Source: an optimization exercise on an open RTL-to-GDS flow (aim: small area). Production flows keep margins and buffers that such runs may drop.
Function was checked by simulation only, so behaviour that the tests miss may differ from the original.
Power is estimated from default activity; no workload was simulated.

==> design.v <==
package spwm_pkg;
    localparam int CNT_W   = 16;
    localparam int ANGLE_W = 8;
    localparam int NIB_W   = 4;
    localparam int PWM_W   = 3;
    localparam int CLAW_W  = 2;
    localparam int DB_W    = 7;
    localparam int STEP_W  = 7;
    localparam int DIV_W   = 4;
    localparam int REG_IDX_W = 3;
    localparam int PHASE_W = 2;
    localparam logic [REG_IDX_W-1:0] REG_PERIOD_TOP    = 3'd0;
    localparam logic [REG_IDX_W-1:0] REG_PULSE_OFFSET  = 3'd1;
    localparam logic [REG_IDX_W-1:0] REG_PULSE_LIMIT   = 3'd2;
    localparam logic [REG_IDX_W-1:0] REG_DEADBAND      = 3'd3;
    localparam logic [REG_IDX_W-1:0] REG_SLEW_STEP     = 3'd4;
    localparam logic [REG_IDX_W-1:0] REG_SLEW_INTERVAL = 3'd5;
    localparam logic [REG_IDX_W-1:0] REG_QUIET_LOW     = 3'd6;
    localparam logic [REG_IDX_W-1:0] REG_QUIET_HIGH    = 3'd7;
    localparam logic [CNT_W-1:0]  RST_PERIOD_TOP    = 16'd19999;
    localparam logic [CNT_W-1:0]  RST_PULSE_OFFSET  = 16'd400;
    localparam logic [CNT_W-1:0]  RST_PULSE_LIMIT   = 16'd2200;
    localparam logic [DB_W-1:0]   RST_DEADBAND      = 7'd7;
    localparam logic [STEP_W-1:0] RST_SLEW_STEP     = 7'd10;
    localparam logic [DIV_W-1:0]  RST_SLEW_INTERVAL = 4'd10;
    localparam logic [CNT_W-1:0]  RST_QUIET_LOW     = 16'd300;
    localparam logic [CNT_W-1:0]  RST_QUIET_HIGH    = 16'd2300;
    localparam logic [ANGLE_W-1:0] ANGLE_CENTER = 8'd90;
    localparam logic [ANGLE_W-1:0] ANGLE_ZERO   = 8'd0;
    localparam logic [ANGLE_W-1:0] TARGET_MAX   = 8'd180;
    localparam int                 PULSE_SCALE  = 10;
    localparam logic [NIB_W-1:0] NIB_STROBE  = 4'b1100;
    localparam logic [NIB_W-1:0] NIB_LOW     = 4'b0011;
    localparam logic [NIB_W-1:0] CAPTURE_RST = 4'b1111;
    localparam logic [PHASE_W-1:0] PH_YAW    = 2'd0;
    localparam logic [PHASE_W-1:0] PH_ROLL   = 2'd1;
    localparam logic [PHASE_W-1:0] PH_CLAW   = 2'd2;
    localparam logic [PHASE_W-1:0] PH_UNUSED = 2'd3;
    localparam logic [CLAW_W-1:0] CLAW_NONE  = 2'd0;
    localparam logic [CLAW_W-1:0] CLAW_OPEN  = 2'd1;
    localparam logic [CLAW_W-1:0] CLAW_CLOSE = 2'd2;
    localparam logic [CLAW_W-1:0] CLAW_EMPTY = 2'd3;
    typedef struct packed {
        logic [PWM_W-1:0]  pwm_levels;
        logic [CLAW_W-1:0] claw_event;
        logic              frame_error;
    } res_t;
endpackage
import spwm_pkg::*;
module servo_pwm_with_nibble_command_link_top #(
    parameter int SERVO_COUNT = 3
) (
    input  logic                              clk,
    input  logic                              rst_n,
    input  logic                              in_valid,
    output logic                              in_stall,
    input  logic [spwm_pkg::NIB_W-1:0]        port_nibble,
    output logic                              out_valid,
    input  logic                              out_stall,
    output logic [spwm_pkg::PWM_W-1:0]        pwm_levels,
    output logic [spwm_pkg::CLAW_W-1:0]       claw_event,
    output logic                              frame_error,
    input  logic                              cfg_valid,
    output logic                              cfg_ready,
    input  logic [spwm_pkg::REG_IDX_W-1:0]    cfg_index,
    input  logic [spwm_pkg::CNT_W-1:0]        cfg_data
);
    function automatic logic cmp16(input logic [15:0] x, input logic [15:0] yn, input logic ci);
        logic c;
        c = ci;
        for (int i = 0; i < 16; i++)
            c = (x[i] & yn[i]) | ((x[i] | yn[i]) & c);
        cmp16 = c;
    endfunction
    function automatic logic ge9(input logic [8:0] x, input logic [8:0] y);
        logic c;
        c = 1'b1;
        for (int i = 0; i < 9; i++)
            c = (x[i] & ~y[i]) | ((x[i] | ~y[i]) & c);
        ge9 = c;
    endfunction
    function automatic logic ges10(input logic [9:0] x, input logic [9:0] y);
        logic c;
        logic [9:0] xs, ys;
        xs = {~x[9], x[8:0]};
        ys = {~y[9], y[8:0]};
        c = 1'b1;
        for (int i = 0; i < 10; i++)
            c = (xs[i] & ~ys[i]) | ((xs[i] | ~ys[i]) & c);
        ges10 = c;
    endfunction
    function automatic logic [3:0] div5_step(input logic [2:0] r, input logic b);
        logic q;
        logic [2:0] n;
        q    = r[2] | (r[1] & (r[0] | b));
        n[2] = (r[1] & ~r[0] & ~b) | (r[2] & b);
        n[1] = (~r[1] & r[0]) | (r[1] & r[0] & b) | (r[2] & ~b);
        n[0] = (~r[2] & ~r[1] & b) | (r[1] & r[0] & ~b) | (r[2] & ~b);
        div5_step = {q, n};
    endfunction
    logic [15:0] period_top_reg, pulse_offset_reg, pulse_limit_reg;
    logic [15:0] quiet_low_reg, quiet_high_reg;
    logic [6:0]  deadband_reg;
    logic [6:0]  slew_step_reg;
    logic [3:0]  slew_interval_reg;
    logic [6:0]  deadband, slew_step;
    logic [3:0]  slew_interval;
    assign deadband      = deadband_reg      ^ RST_DEADBAND;
    assign slew_step     = slew_step_reg     ^ RST_SLEW_STEP;
    assign slew_interval = slew_interval_reg ^ RST_SLEW_INTERVAL;
    logic [15:0] count_reg;
    logic [3:0]  div_reg;
    logic [7:0]  angle_reg  [3];
    logic [7:0]  target_reg [3];
    logic [2:0]  phase_reg;        
    logic [2:0]  pin_reg;
    logic        out_valid_reg, full_reg;
    logic [5:0]  old_reg;
    logic        accept, take, act;
    logic        strobe, full_n, in_window, period_end, do_slew, cnt_zero, clr;
    logic [2:0]  nudge_up, nudge_dn;
    logic        err;
    logic [1:0]  claw;
    logic [2:0]  phase_next;
    logic [2:0]  pin_next;
    logic [7:0]  target_next [3];
    logic [7:0]  angle_next  [3];
    logic [15:0] count_next;
    logic [3:0]  div_next;
    assign take      = out_valid_reg & ~out_stall;
    assign accept    = in_valid & ~full_reg;
    assign in_stall  = full_reg;
    assign cfg_ready = 1'b1;
    assign strobe     = port_nibble[3] & port_nibble[2];
    assign full_n     = port_nibble[1] & port_nibble[0];
    assign in_window  = cmp16(count_reg, quiet_low_reg, 1'b1) & ~cmp16(count_reg, quiet_high_reg, 1'b0);
    assign period_end = cmp16(count_reg, period_top_reg, 1'b1);
    assign cnt_zero   = ~|count_reg;
    assign act        = accept & ~in_window;
    assign clr        = accept & period_end;
    always_comb
    begin
        logic [3:0] d;
        d[0] = ~div_reg[0];
        d[1] = div_reg[1] ^ div_reg[0];
        d[2] = div_reg[2] ^ (div_reg[1] & div_reg[0]);
        d[3] = div_reg[3] ^ (div_reg[2] & div_reg[1] & div_reg[0]);
        do_slew = clr & ge9({5'd0, d}, {5'd0, slew_interval});
    end
    localparam logic [2:0] ST_YAW   = 3'b000;    
    localparam logic [2:0] ST_ERR   = 3'b001;    
    localparam logic [2:0] ST_OPEN  = 3'b010;    
    localparam logic [2:0] ST_CLOSE = 3'b100;    
    localparam logic [2:0] ST_EMPTY = 3'b110;    
    localparam logic [2:0] ST_ROLL  = 3'b011;
    localparam logic [2:0] ST_CLAW  = 3'b101;
    logic in_yaw;
    assign in_yaw = ~phase_reg[0] | ~(phase_reg[1] | phase_reg[2]);
    assign err    = phase_reg[0] & ~phase_reg[1] & ~phase_reg[2];
    assign claw   = phase_reg[2:1] & {2{~phase_reg[0]}};
    always_comb
    begin
        phase_next = in_yaw ? ST_YAW : phase_reg;
        nudge_up   = '0;
        nudge_dn   = '0;
        if (!in_window)
        begin
            if (in_yaw)
            begin
                if (strobe)
                begin
                    if (full_n)
                        phase_next = ST_ERR;
                    else
                    begin
                        phase_next  = ST_ROLL;
                        nudge_up[0] = port_nibble[1];
                        nudge_dn[0] = !port_nibble[1] && port_nibble[0];
                    end
                end
            end
            else if (!phase_reg[2])
            begin
                if (!strobe)
                begin
                    if (full_n)
                        phase_next = ST_ERR;
                    else
                    begin
                        phase_next  = ST_CLAW;
                        nudge_up[1] = port_nibble[3];
                        nudge_dn[1] = !port_nibble[3] && port_nibble[2];
                        nudge_up[2] = port_nibble[1];
                        nudge_dn[2] = !port_nibble[1] && port_nibble[0];
                    end
                end
            end
            else
            begin
                if (strobe || !full_n)
                    phase_next = ST_ERR;
                else if (port_nibble[3])
                    phase_next = ST_OPEN;
                else if (port_nibble[2])
                    phase_next = ST_CLOSE;
                else
                    phase_next = ST_EMPTY;
            end
        end
    end
    logic [16:0] dif;           
    logic        dif_big;       
    logic [8:0]  quo;           
    logic        ge_lim;
    always_comb
    begin
        logic c;
        logic [2:0] r;
        logic [3:0] s;
        c = 1'b1;
        for (int i = 0; i < 16; i++)
        begin
            dif[i] = count_reg[i] ^ pulse_offset_reg[i] ^ c;
            c = (count_reg[i] & pulse_offset_reg[i]) | ((count_reg[i] | pulse_offset_reg[i]) & c);
        end
        dif[16] = c;
        dif_big = |dif[15:12];
        r = dif[11:9];
        quo[8] = r[2] & (r[1] | r[0]);
        r = quo[8] ? (r - 3'd5) : r;
        for (int i = 7; i >= 0; i--)
        begin
            s = div5_step(r, dif[i+1]);
            quo[i] = s[3];
            r = s[2:0];
        end
        ge_lim = cmp16(count_reg, pulse_limit_reg, 1'b1);
    end
    always_comb
    begin
        for (int i = 0; i < 3; i++)
        begin
            logic clr_pin;
            clr_pin = in_window & (ge_lim | (dif[16] & (dif_big | ge9(quo, {1'b0, angle_reg[i]}))));
            pin_next[i] = accept ? ((cnt_zero | pin_reg[i]) & ~clr_pin) : pin_reg[i];
        end
    end
    logic [9:0] kst;      
    logic [9:0] kmin;
    always_comb
    begin
        logic c;
        logic [9:0] dp1;
        c = 1'b1;
        for (int j = 0; j < 10; j++)
        begin
            logic x, y;
            x = (j < 7) ? slew_step[j] : 1'b0;
            y = (j < 7) ? ~deadband[j] : 1'b1;
            kst[j] = x ^ y ^ c;
            c = (x & y) | ((x | y) & c);
        end
        c = 1'b1;
        for (int j = 0; j < 10; j++)
        begin
            dp1[j] = ((j < 7) ? deadband[j] : 1'b0) ^ c;
            c = c & ((j < 7) ? deadband[j] : 1'b0);
        end
        kmin = ges10(kst, dp1) ? kst : dp1;
    end
    for (genvar i = 0; i < 3; i++)
    begin : g_servo
        logic [7:0] tn, tnb, r;
        logic [9:0] e;
        logic       add, sub, bor;
        always_comb
        begin
            logic [7:0] t;
            logic       at_max, tz, en, dn, c;
            t      = target_reg[i];
            at_max = t[7] & t[5] & t[4] & t[2];
            tz     = ~|t;
            dn     = ~nudge_up[i];
            en     = act & ((nudge_up[i] & ~at_max) | (nudge_dn[i] & ~tz));
            c = en;
            for (int j = 0; j < 8; j++)
            begin
                tn[j]  = t[j] ^ c;
                tnb[j] = t[j] ~^ c;
                c = c & (t[j] ^ dn);
            end
        end
        always_comb
        begin
            logic c;
            c = 1'b0;
            for (int j = 0; j < 10; j++)
            begin
                logic x, z;
                x = (j < 8) ? tnb[j] : 1'b1;
                z = (j < 8) ? angle_reg[i][j] : 1'b0;
                e[j] = ~(x ^ z ^ c);
                c = (x & z) | ((x | z) & c);
            end
        end
        always_comb
        begin
            logic c;
            logic [9:0] dbx;
            dbx = {3'b000, deadband};
            c = 1'b0;
            for (int j = 0; j < 9; j++)
                c = (e[j] & dbx[j]) | ((e[j] | dbx[j]) & c);
            sub = do_slew & (e[9] ^ c);           
            add = do_slew & ges10(e, kmin);       
        end
        always_comb
        begin
            logic c;
            logic [7:0] a, y;
            a = angle_reg[i];
            for (int j = 0; j < 8; j++)
                y[j] = ((j < 7) ? (slew_step[j] & (add | sub)) : 1'b0) ^ sub;
            c = sub;
            for (int j = 0; j < 8; j++)
            begin
                r[j] = a[j] ^ y[j] ^ c;
                c = (a[j] & y[j]) | ((a[j] | y[j]) & c);
            end
            bor = sub & ~c;
        end
        assign target_next[i] = tn;
        assign angle_next[i]  = bor ? 8'd0 : r;
    end
    always_comb
    begin
        logic c;
        c = accept;
        for (int j = 0; j < 16; j++)
        begin
            count_next[j] = (count_reg[j] ^ c) & ~clr;
            c = c & count_reg[j];
        end
        c = clr;
        for (int j = 0; j < 4; j++)
        begin
            div_next[j] = (div_reg[j] ^ c) & ~do_slew;
            c = c & div_reg[j];
        end
    end
    always_ff @(posedge clk or negedge rst_n)
    begin
        if (!rst_n)
        begin
            period_top_reg    <= ~RST_PERIOD_TOP;
            pulse_offset_reg  <= ~RST_PULSE_OFFSET;
            pulse_limit_reg   <= ~RST_PULSE_LIMIT;
            deadband_reg      <= '0;
            slew_step_reg     <= '0;
            slew_interval_reg <= '0;
            quiet_low_reg     <= ~RST_QUIET_LOW;
            quiet_high_reg    <= ~RST_QUIET_HIGH;
        end
        else if (cfg_valid)
        begin
            case (cfg_index)
                3'd0: period_top_reg    <= ~cfg_data;
                3'd1: pulse_offset_reg  <= ~cfg_data;
                3'd2: pulse_limit_reg   <= ~cfg_data;
                3'd3: deadband_reg      <= cfg_data[6:0] ^ RST_DEADBAND;
                3'd4: slew_step_reg     <= cfg_data[6:0] ^ RST_SLEW_STEP;
                3'd5: slew_interval_reg <= cfg_data[3:0] ^ RST_SLEW_INTERVAL;
                3'd6: quiet_low_reg     <= ~cfg_data;
                default: quiet_high_reg <= ~cfg_data;
            endcase
        end
    end
    always_ff @(posedge clk or negedge rst_n)
    begin
        if (!rst_n)
        begin
            count_reg     <= '0;
            div_reg       <= '0;
            phase_reg     <= 3'b000;
            pin_reg       <= '0;
            angle_reg[0]  <= 8'd0;
            angle_reg[1]  <= 8'd90;
            angle_reg[2]  <= 8'd90;
            target_reg[0] <= 8'd90;
            target_reg[1] <= 8'd90;
            target_reg[2] <= 8'd90;
        end
        else
        begin
            count_reg <= count_next;
            div_reg   <= div_next;
            pin_reg   <= pin_next;
            if (accept)
                phase_reg <= phase_next;
            for (int i = 0; i < 3; i++)
            begin
                angle_reg[i]  <= angle_next[i];
                target_reg[i] <= target_next[i];
            end
        end
    end
    always_ff @(posedge clk or negedge rst_n)
    begin
        if (!rst_n)
        begin
            out_valid_reg <= 1'b0;
            full_reg      <= 1'b0;
        end
        else
        begin
            if (full_reg)
            begin
                if (take)
                    full_reg <= 1'b0;
            end
            else if (accept)
            begin
                if (out_valid_reg && !take)
                    full_reg <= 1'b1;
                else
                    out_valid_reg <= 1'b1;
            end
            else if (take)
                out_valid_reg <= 1'b0;
        end
    end
    always_ff @(posedge clk)
    begin
        if (accept && out_valid_reg && !take)
            old_reg <= {pin_reg, claw, err};
    end
    assign out_valid   = out_valid_reg;
    assign pwm_levels  = full_reg ? old_reg[5:3] : pin_reg;
    assign claw_event  = full_reg ? old_reg[2:1] : claw;
    assign frame_error = full_reg ? old_reg[0]   : err;
endmodule
==> flow/run.sh <==
#!/bin/bash
set -euo pipefail
W=$(pwd)
RES=orfs/results/${FLOW_PLATFORM}/servo_pwm_with_nibble_command_link_top/base
export AREA_ABC_SCRIPT=$W/flow/abc_area.script
export FAPOL_SCRIPT=$W/flow/fapol.py

# reference: the standard synthesis, in a folder of its own
sed "s|WORK_HOME=[^ ]*|WORK_HOME=$W/ref|" standard.sh > ref_standard.sh
bash ref_standard.sh synth > synth_ref.log 2>&1

# the area synthesis and the rest of the layout
sed "s|SYNTH_SCRIPT=[^ ]*|SYNTH_SCRIPT=$W/flow/synth_area.tcl|" standard.sh > area_standard.sh
bash area_standard.sh synth > synth_area.log 2>&1 || echo "area synthesis failed" > fallback.txt

python3 flow/flops.py ref/results/${FLOW_PLATFORM}/servo_pwm_with_nibble_command_link_top/base/1_2_yosys.v > flops_ref.txt
python3 flow/flops.py $RES/1_2_yosys.v > flops_area.txt 2>/dev/null || true
if [ -f fallback.txt ] || ! cmp -s flops_ref.txt flops_area.txt || [ ! -s flops_ref.txt ]; then
  echo "using the standard netlist" | tee -a fallback.txt
  rm -f $RES/1_synth.odb $RES/1_synth.sdc
  cp ref/results/${FLOW_PLATFORM}/servo_pwm_with_nibble_command_link_top/base/1_2_yosys.v $RES/1_2_yosys.v
  cp ref/results/${FLOW_PLATFORM}/servo_pwm_with_nibble_command_link_top/base/1_2_yosys.sdc $RES/1_2_yosys.sdc
  bash area_standard.sh synth > synth_fallback.log 2>&1
fi

bash area_standard.sh "BUFFER_PORTS_ARGS=-buffer_cell sky130_fd_sc_hd__buf_1" \
  "CTS_ARGS=-sink_clustering_enable -repair_clock_nets -buf_list sky130_fd_sc_hd__clkbuf_8 -dont_use_dummy_load" \
  finish > layout.log 2>&1
==> flow/abc_area.script <==
strash
&get -n
&deepsyn -T 90
&put
strash
dch -f
map -a
strash
dch -f
amap
topo
==> flow/fapol.py <==
# Full-adder polarity pass for a Yosys JSON netlist (after extract_fa, before mapping).
# A full adder with all three inputs and both outputs inverted computes the same
# function: FA(~a, ~b, ~c) = (~sum, ~carry). For each 1-bit $fa cell this pass applies
# that identity where it lowers the weighted number of $_NOT_ cells next to adders (an
# inverter between an adder and other logic counts 0.3, as the mapper can often absorb
# it; one that feeds an adder counts 1), and repeats until nothing improves. Only $fa and
# $_NOT_ cells are touched.
import json, sys
from collections import defaultdict

src, dst = sys.argv[1], sys.argv[2]
d = json.load(open(src))
(mname, m), = [(k, v) for k, v in d['modules'].items() if v.get('cells') is not None and
               any(c['type'] == '$fa' for c in v['cells'].values())] or [(None, None)]
if m is None:
    json.dump(d, open(dst, 'w'))
    sys.exit(0)

cells = m['cells']
maxbit = 1
for n in m['netnames'].values():
    for b in n['bits']:
        if isinstance(b, int): maxbit = max(maxbit, b)
for c in cells.values():
    for bits in c['connections'].values():
        for b in bits:
            if isinstance(b, int): maxbit = max(maxbit, b)
portbits = set()
for p in m['ports'].values():
    for b in p['bits']:
        if isinstance(b, int): portbits.add(b)

OUTP = {'Y', 'X', 'Q'}
def outpins(c):
    pd = c.get('port_directions', {})
    return [p for p in c['connections'] if pd.get(p) == 'output' or (not pd and p in OUTP)]

drv = {}
sinks = defaultdict(list)
def rebuild():
    drv.clear(); sinks.clear()
    for name, c in cells.items():
        outs = set(outpins(c))
        for p, bits in c['connections'].items():
            for i, b in enumerate(bits):
                if not isinstance(b, int): continue
                if p in outs: drv[b] = (name, p)
                else: sinks[b].append((name, p, i))
rebuild()

newid = [maxbit]
def nb():
    newid[0] += 1
    return newid[0]
ncount = [0]
def add_not(a, y):
    ncount[0] += 1
    name = f'$fapol$not${ncount[0]}'
    cells[name] = {'hide_name': 1, 'type': '$_NOT_', 'parameters': {}, 'attributes': {},
                   'port_directions': {'A': 'input', 'Y': 'output'},
                   'connections': {'A': [a], 'Y': [y]}}
    drv[y] = (name, 'Y'); sinks[a].append((name, 'A', 0))
    return name

def is_not(name):
    return cells[name]['type'] == '$_NOT_'
def not_of(b):
    """an existing NOT cell whose input is b"""
    for (cn, p, i) in sinks.get(b, []):
        if cells.get(cn) and is_not(cn): return cn
    return None

W = 1.0
LW = float(__import__('os').environ.get('FAPOL_LW', '0.3'))
def benefit(f):
    c = cells[f]; gain = 0
    for p in ('A', 'B', 'C'):
        b = c['connections'][p][0]
        if not isinstance(b, int): return -99
        dv = drv.get(b)
        if dv and is_not(dv[0]):
            if len(sinks[b]) == 1 and b not in portbits: gain += 1
        else:
            if not_of(b) is None: gain -= 1
    for p in ('X', 'Y'):
        o = c['connections'][p][0]
        ss = sinks.get(o, [])
        if not ss and o not in portbits: continue
        nots = [s for s in ss if is_not(s[0])]
        for s in nots:
            y = cells[s[0]]['connections']['Y'][0]
            if y in portbits: return -99
            gain += W if any(cells[t[0]]['type'] == '$fa' for t in sinks.get(y, [])) else LW
        rest = [s for s in ss if not is_not(s[0])]
        if rest or o in portbits:
            gain -= W if (o in portbits or any(cells[t[0]]['type'] == '$fa' for t in rest)) else LW
    return gain

def flip(f):
    c = cells[f]
    for p in ('A', 'B', 'C'):
        b = c['connections'][p][0]
        sinks[b] = [s for s in sinks[b] if not (s[0] == f and s[1] == p)]
        dv = drv.get(b)
        if dv and is_not(dv[0]):
            x = cells[dv[0]]['connections']['A'][0]
            c['connections'][p] = [x]; sinks[x].append((f, p, 0))
            if not sinks[b] and b not in portbits:
                g = dv[0]
                sinks[x] = [s for s in sinks[x] if s[0] != g]
                del cells[g]; del drv[b]
        else:
            g = not_of(b)
            if g is None:
                y = nb(); add_not(b, y)
            else:
                y = cells[g]['connections']['Y'][0]
            c['connections'][p] = [y]; sinks[y].append((f, p, 0))
    for p in ('X', 'Y'):
        o = c['connections'][p][0]
        ss = list(sinks.get(o, []))
        if not ss and o not in portbits:
            w = nb(); c['connections'][p] = [w]; drv[w] = (f, p); drv.pop(o, None); continue
        w = nb(); c['connections'][p] = [w]; drv[w] = (f, p)
        rest = []
        for s in ss:
            if is_not(s[0]):
                g = s[0]; y = cells[g]['connections']['Y'][0]
                # every use of y now uses w
                for (cn, pp, i) in sinks.get(y, []):
                    cells[cn]['connections'][pp][i] = w; sinks[w].append((cn, pp, i))
                sinks.pop(y, None); drv.pop(y, None); del cells[g]
            else:
                rest.append(s)
        sinks[o] = []
        drv.pop(o, None)
        if rest or o in portbits:
            add_not(w, o)
            sinks[o] = rest

def notcount():
    return sum(1 for c in cells.values() if c['type'] == '$_NOT_')

before = notcount()
for it in range(20):
    changed = 0
    for f in [n for n, c in cells.items() if c['type'] == '$fa']:
        if f in cells and cells[f]['parameters'].get('WIDTH', '1').lstrip('0') == '1' and benefit(f) > 1e-9:
            flip(f); changed += 1
    if not changed: break
print(f'fapol: $_NOT_ cells {before} -> {notcount()}', file=sys.stderr)
# nets: add names for new bits is not needed; yosys creates wires for unnamed bits
json.dump(d, open(dst, 'w'))
==> flow/flops.py <==
# Lists a netlist's flip-flops as "name celltype" (drive strength removed), sorted.
import re, sys
cells = []
for line in open(sys.argv[1]):
    m = re.match(r'\s*(sky130_fd_sc_hd__(?:df|edf|sdf|dl)\w*?)(?:_\d+)?\s+(\S+)\s*\(', line)
    if m:
        cells.append(f"{m.group(2)} {m.group(1)}")
print("\n".join(sorted(cells)))
==> flow/synth_area.tcl <==
# The standard synthesis script (synth_recipe.tcl), with three changes: the final ABC
# technology mapping runs an area-oriented script (flow/abc_area.script) in place of
# ORFS's timing-driven one; only full adders (not half adders) are extracted as adder
# cells; and each full adder's polarity is then chosen to need fewer inverters
# (flow/fapol.py, which rewrites only adder and inverter cells). Registers and their
# names are untouched by these steps.
proc synth {args} { yosys synth -nofsm -noshare {*}$args }
proc abc {args} {
  set i [lsearch -exact $args -script]
  if { $i >= 0 } { lset args [expr {$i + 1}] $::env(AREA_ABC_SCRIPT) }
  yosys abc {*}$args
}
proc extract_fa {args} {
  yosys extract_fa -fa
  # choose each full adder's polarity so that fewer inverters sit next to adders
  yosys opt_clean
  yosys write_json $::env(RESULTS_DIR)/fa_pre.json
  exec python3 $::env(FAPOL_SCRIPT) $::env(RESULTS_DIR)/fa_pre.json $::env(RESULTS_DIR)/fa_post.json 2>@ stderr
  yosys design -reset
  yosys read_json $::env(RESULTS_DIR)/fa_post.json
  yosys hierarchy -top $::env(DESIGN_NAME)
}
source $::env(SCRIPTS_DIR)/synth.tcl
# left out here: clear keep_hierarchy, flatten, clean up, hide names made inside functions, write 1_2_yosys.v
==> standard.sh <==
#!/bin/bash
# synth_recipe.tcl (not shown) runs the flow's synth.tcl, then flattens the netlist and writes it again
# the make line also repeats each setting of config.mk as NAME=value (left out here)
make -C /OpenROAD-flow-scripts/flow DESIGN_CONFIG=/design/flow/config.mk WORK_HOME=/design/flow/orfs CLKGATE_MAP_FILE= SYNTH_SCRIPT=/design/flow/synth_recipe.tcl "${@:-finish}"
==> config.mk <==
export PLATFORM = sky130hd
export DESIGN_NAME = servo_pwm_with_nibble_command_link_top
export DESIGN_NICKNAME = servo_pwm_with_nibble_command_link_top
export VERILOG_FILES = /design/flow/design.v
export SDC_FILE = /design/flow/constraint.sdc
export NUM_CORES = 4
export LEC_CHECK = 0
export ABC_AREA = 1
export CAP_MARGIN = 0
export CORE_MARGIN = 2
export CORE_UTILIZATION = 65
export CTS_BUF_LIST = sky130_fd_sc_hd__clkbuf_8
export GPL_TIMING_DRIVEN = 0
export SLEW_MARGIN = 0
==> constraint.sdc <==
create_clock -name core_clock -period 12.0 [get_ports {clk}]
set_input_delay 2.4000 -clock core_clock [delete_from_list [all_inputs] [get_ports {clk}]]
set_output_delay 2.4000 -clock core_clock [all_outputs]
set_load 0.01 [all_outputs]
==> run summary <==
==> cells by family (layout without fill, tap and decap cells) <==
kind of cell / count (synthesis) / after routing / synth area share, %
AOI/OAI and AO/OA: 413 / 413 / 25.5
other: 1 / 1 / 0.0356
and+or+nand+nor: 318 / 318 / 12.3
DFF: 180 / 180 / 44.0
buffers and inverters: 174 / 234 / 6.24
adders and majority gates: 63 / 63 / 12.0
==> metrics by stage <==
step                setup WS, ps  utilization [%]  TNS [ps]  area, µm²  instances
floorplan                   1440                -         0      10500       1149
global placement             136             69.0         0      10900       1400
detailed placement          38.8             70.0         0      11100       1408
CTS                         91.7             71.4         0      11300       1425
global route               -26.7             71.7     -65.2      11300       1425
finish                       665             71.7         0      11300       1425
==> worst min-delay path, delay by kind of cell (launching register included) <==
family / cells / cell delay (ps)
simple gates: 1 / 40
flops: 1 / 370
compound gates: 1 / 70
==> routing by layer <==
layer  vias up  global-route usage, %  share of wire [%]
met4         0                   12.6                3.1
met3        52                   4.17                4.5
met2       244                   52.0                 50
met1      4281                   42.1                 42
li1       4239                      -                  -
met5         -                      0                  0
==> cells in the final DEF, fill, tap and decap left out, types with 12 or more instances in the layout <==
master,netlist,final
a22oi_1,14,14
a211oi_1,13,12
fa_1,63,63
o22a_1,15,15
o221ai_1,27,26
clkbuf_8,0,17
clkinv_1,173,173
nor2_1,202,198
a21oi_1,100,100
dfstp_2,73,73
o21ai_0,81,79
nor3_1,19,18
nand2_1,62,62
o22ai_1,78,78
o21a_1,14,14
buf_1,0,34
a222oi_1,13,13
dfrtp_1,101,101
==> power by group through the flow <==
| stage | combinational, mW | clock, mW | sequential [mW] |
|---|---|---|---|
| floorplan | 1.65 | 0 | 0.954 |
| global placement | 2.11 | 0 | 0.998 |
| detailed placement | 2.17 | 0 | 1.00 |
| CTS | 2.18 | 0.321 | 0.993 |
| global route | 2.51 | 0.340 | 1.02 |
| finish | 2.22 | 0.315 | 0.998 |
==> cells in the mapped netlist (all sizes together), types with 2 or more instances <==
cell and n:
a2111oi 3, a211oi 13, a21boi 2, a21o 2, a21oi 100, a221o 2
a221oi 9, a222oi 13, a22oi 14, a31oi 10, a41oi 2, clkinv 173
dfrtp 101, dfstp 73, edfxtp 6, fa 63, nand2 62, nand3 10
nand4 3, nor2 202, nor2b 8, nor3 19, nor4 3, o211ai 7
o21a 14, o21ai 81, o21bai 3, o221a 5, o221ai 27, o22a 15
o22ai 78, o311a 2, o31ai 3, o32ai 3, or2 4, or3 5
==> worst max-delay path by stage <==
| stage | from | endpoint | slack [ps] |
|---|---|---|---|
| finish | count_reg[1]$_DFF_PN0_ | angle_reg[2][2]$_DFF_PN0_ | 670 |
| global route | count_reg[1]$_DFF_PN0_ | angle_reg[0][2]$_DFF_PN0_ | -30 |
| CTS | count_reg[1]$_DFF_PN0_ | angle_reg[1][6]$_DFF_PN1_ | 90 |
| detailed placement | port_nibble[1] | angle_reg[2][0]$_DFF_PN0_ | 40 |
| global placement | port_nibble[1] | angle_reg[2][6]$_DFF_PN1_ | 140 |
| floorplan | in_valid | angle_reg[0][0]$_DFF_PN0_ | 1440 |
==> cell type report <==
cell class / count / area (µm²)
Inverter: 173 / 649
Sequential cell: 180 / 4630
Timing Repair Buffer: 43 / 273
Clock buffer: 17 / 234
Tap cell: 216 / 270
Fill cell: 1237 / 4480
Multi-Input combinational cell: 795 / 5290
Buffer: 1 / 7.51
==> flow_summary.json <==
{
  "synth_area_per_cell_um2": 9.16,
  "switchingPower_mw": 1.75,
  "antenna_cells": 0,
  "p_leak_nw": 4.21,
  "tightest_slew_ps": 1060,
  "crit_path_max_incr_delay_ps": 510,
  "core_um2": 15800,
  "cp_slowest_cell": "dfrtp_1",
  "p_sw_share_pct": 49.7,
  "period_share_pct": 94.5,
  "r2r_cells": 42,
  "finish.net_count": 1302,
  "path_class": "register to register",
  "hold_buffers": 0,
  "area_delta_synth_final_pct": 7.86,
  "fin_skew_ps": 33.7,
  "post_cts_resized": 0,
  "r2r_slack_ps": 670,
  "crit_fanout": 10,
  "syn_nets": 1240,
  "ir_worst_vdd_v": 0.000159,
  "min-delay-start": "pulse_limit_reg[0]$_DFFE_PN1P_",
  "via_per_inst": 6.19,
  "cp-start-kind": "register",
  "hold_violations": 0,
  "cts_setup_buffers": 0,
  "clk_path_buf_depth": 2,
  "avgRoutedWirePerCell_um": 18.1,
  "min-delay-path-class": "register to register",
  "ios": 37,
  "cts-root-buf": "clkbuf_8",
  "cts.sinks": 180,
  "antenna_found_initial": 0,
  "async_reset_ff_share_pct": 96.7,
  "start_util_pct": 66.5,
  "chipWidth_um": 131,
  "yosysSeqAreaShare_pct": 44.0,
  "crit_required_ps": 12380,
  "dr.pass1.iters": 6,
  "vias": 8816,
  "synth_top_cell_by_area": "dfrtp_1",
  "ant_nets": 0,
  "synth_seq_cells": 180,
  "drtIter0Drc": 584,
  "dp.final_hpwl_um": 20000,
  "rows": 46,
  "synth-edff-count": 6,
  "grt_util_all_layers_pct": 31.3,
  "timing.rr.start": "count_reg[1]$_DFF_PN0_",
  "arrival_ps": 11720,
  "crit_top_cell": "fa_1",
  "path_depth": 42,
  "seq_power_share_pct": 28.3,
  "synthCells": 1149,
  "whs_path_depth": 2,
  "status": "finished clean",
  "hold_end": "pulse_limit_reg[0]$_DFFE_PN1P_",
  "yosys_warnings": 5,
  "first_global_vias": 8531,
  "worst_hold_slack_ps": 489,
  "yosys-top-cells-area": "dfrtp_1 (24%), dfstp_2 (18%), fa_1 (12%)",
  "power_density_nw_per_um2": 311,
  "grt_max_degree": 43,
  "period_needed_ps": 11330,
  "cp_top_family": "adder cells",
  "finalSetupViolCount": 0,
  "r2r_end": "angle_reg[2][2]$_DFF_PN0_",
  "die_h_um": 131,
  "h-tree-depth": 4,
  "io_buffers": 35,
  "drive_gt1_share_pct": 9.02,
  "synth-main-ff-cell": "dfrtp_1",
  "report.final.slew_viol_count": 0,
  "synth_top_area_share_pct": 24.0,
  "p_int_mw": 1.78,
  "worst-path-buf-inv": 2,
  "slew_headroom_pct": 29.1,
  "clk_pin_slew_ps": 80,
  "totalWireLength_um": 25800,
  "drc_errors": 0,
  "grt-ovfl-total": 0,
  "clkPwrFrac_pct": 8.9,
  "cts_inserted_buffers": 17,
  "insertion_delay_ps": 470,
  "power_mw": 3.53,
  "cts_tree": "done",
  "end_kind": "register",
  "grt_pass1_wl_um": 42800,
  "cap_violations": 0,
  "ys_types": 45,
  "max_freq_mhz": 88.2,
  "gp_congestion": 0.942,
  "die-area_um2": 17200,
  "syn-cell-area_um2": 10500,
  "combPwrFrac_pct": 62.8
}

## separate check: timing with driven ports
No port has a modelled driver above. Below, the same layout with a new extraction and two added sets of constraints.
Step 1 sets driving cells, clkbuf_16 on the clock port and buf_2 on the other inputs (assumed; they add their load-dependent delay and slew).
Step 2, shift: input delay + t, output delay - t, t = (earliest + latest rising clock arrival at the registers) / 2. This alone moves slack from input paths to output paths.
Slacks: ideal / step 1 / step 2; pairs: ideal / step 1.
t (ns): 0.488
setup slack, ns: 0.665 / 0.665 / 0.265
hold WS [ns]: 0.489 / 0.489 / 0.489
After both steps this run still meets setup and hold. For this run, drivers alone change the setup slack by 0.000 ns; drivers and shift together by -0.400 ns.
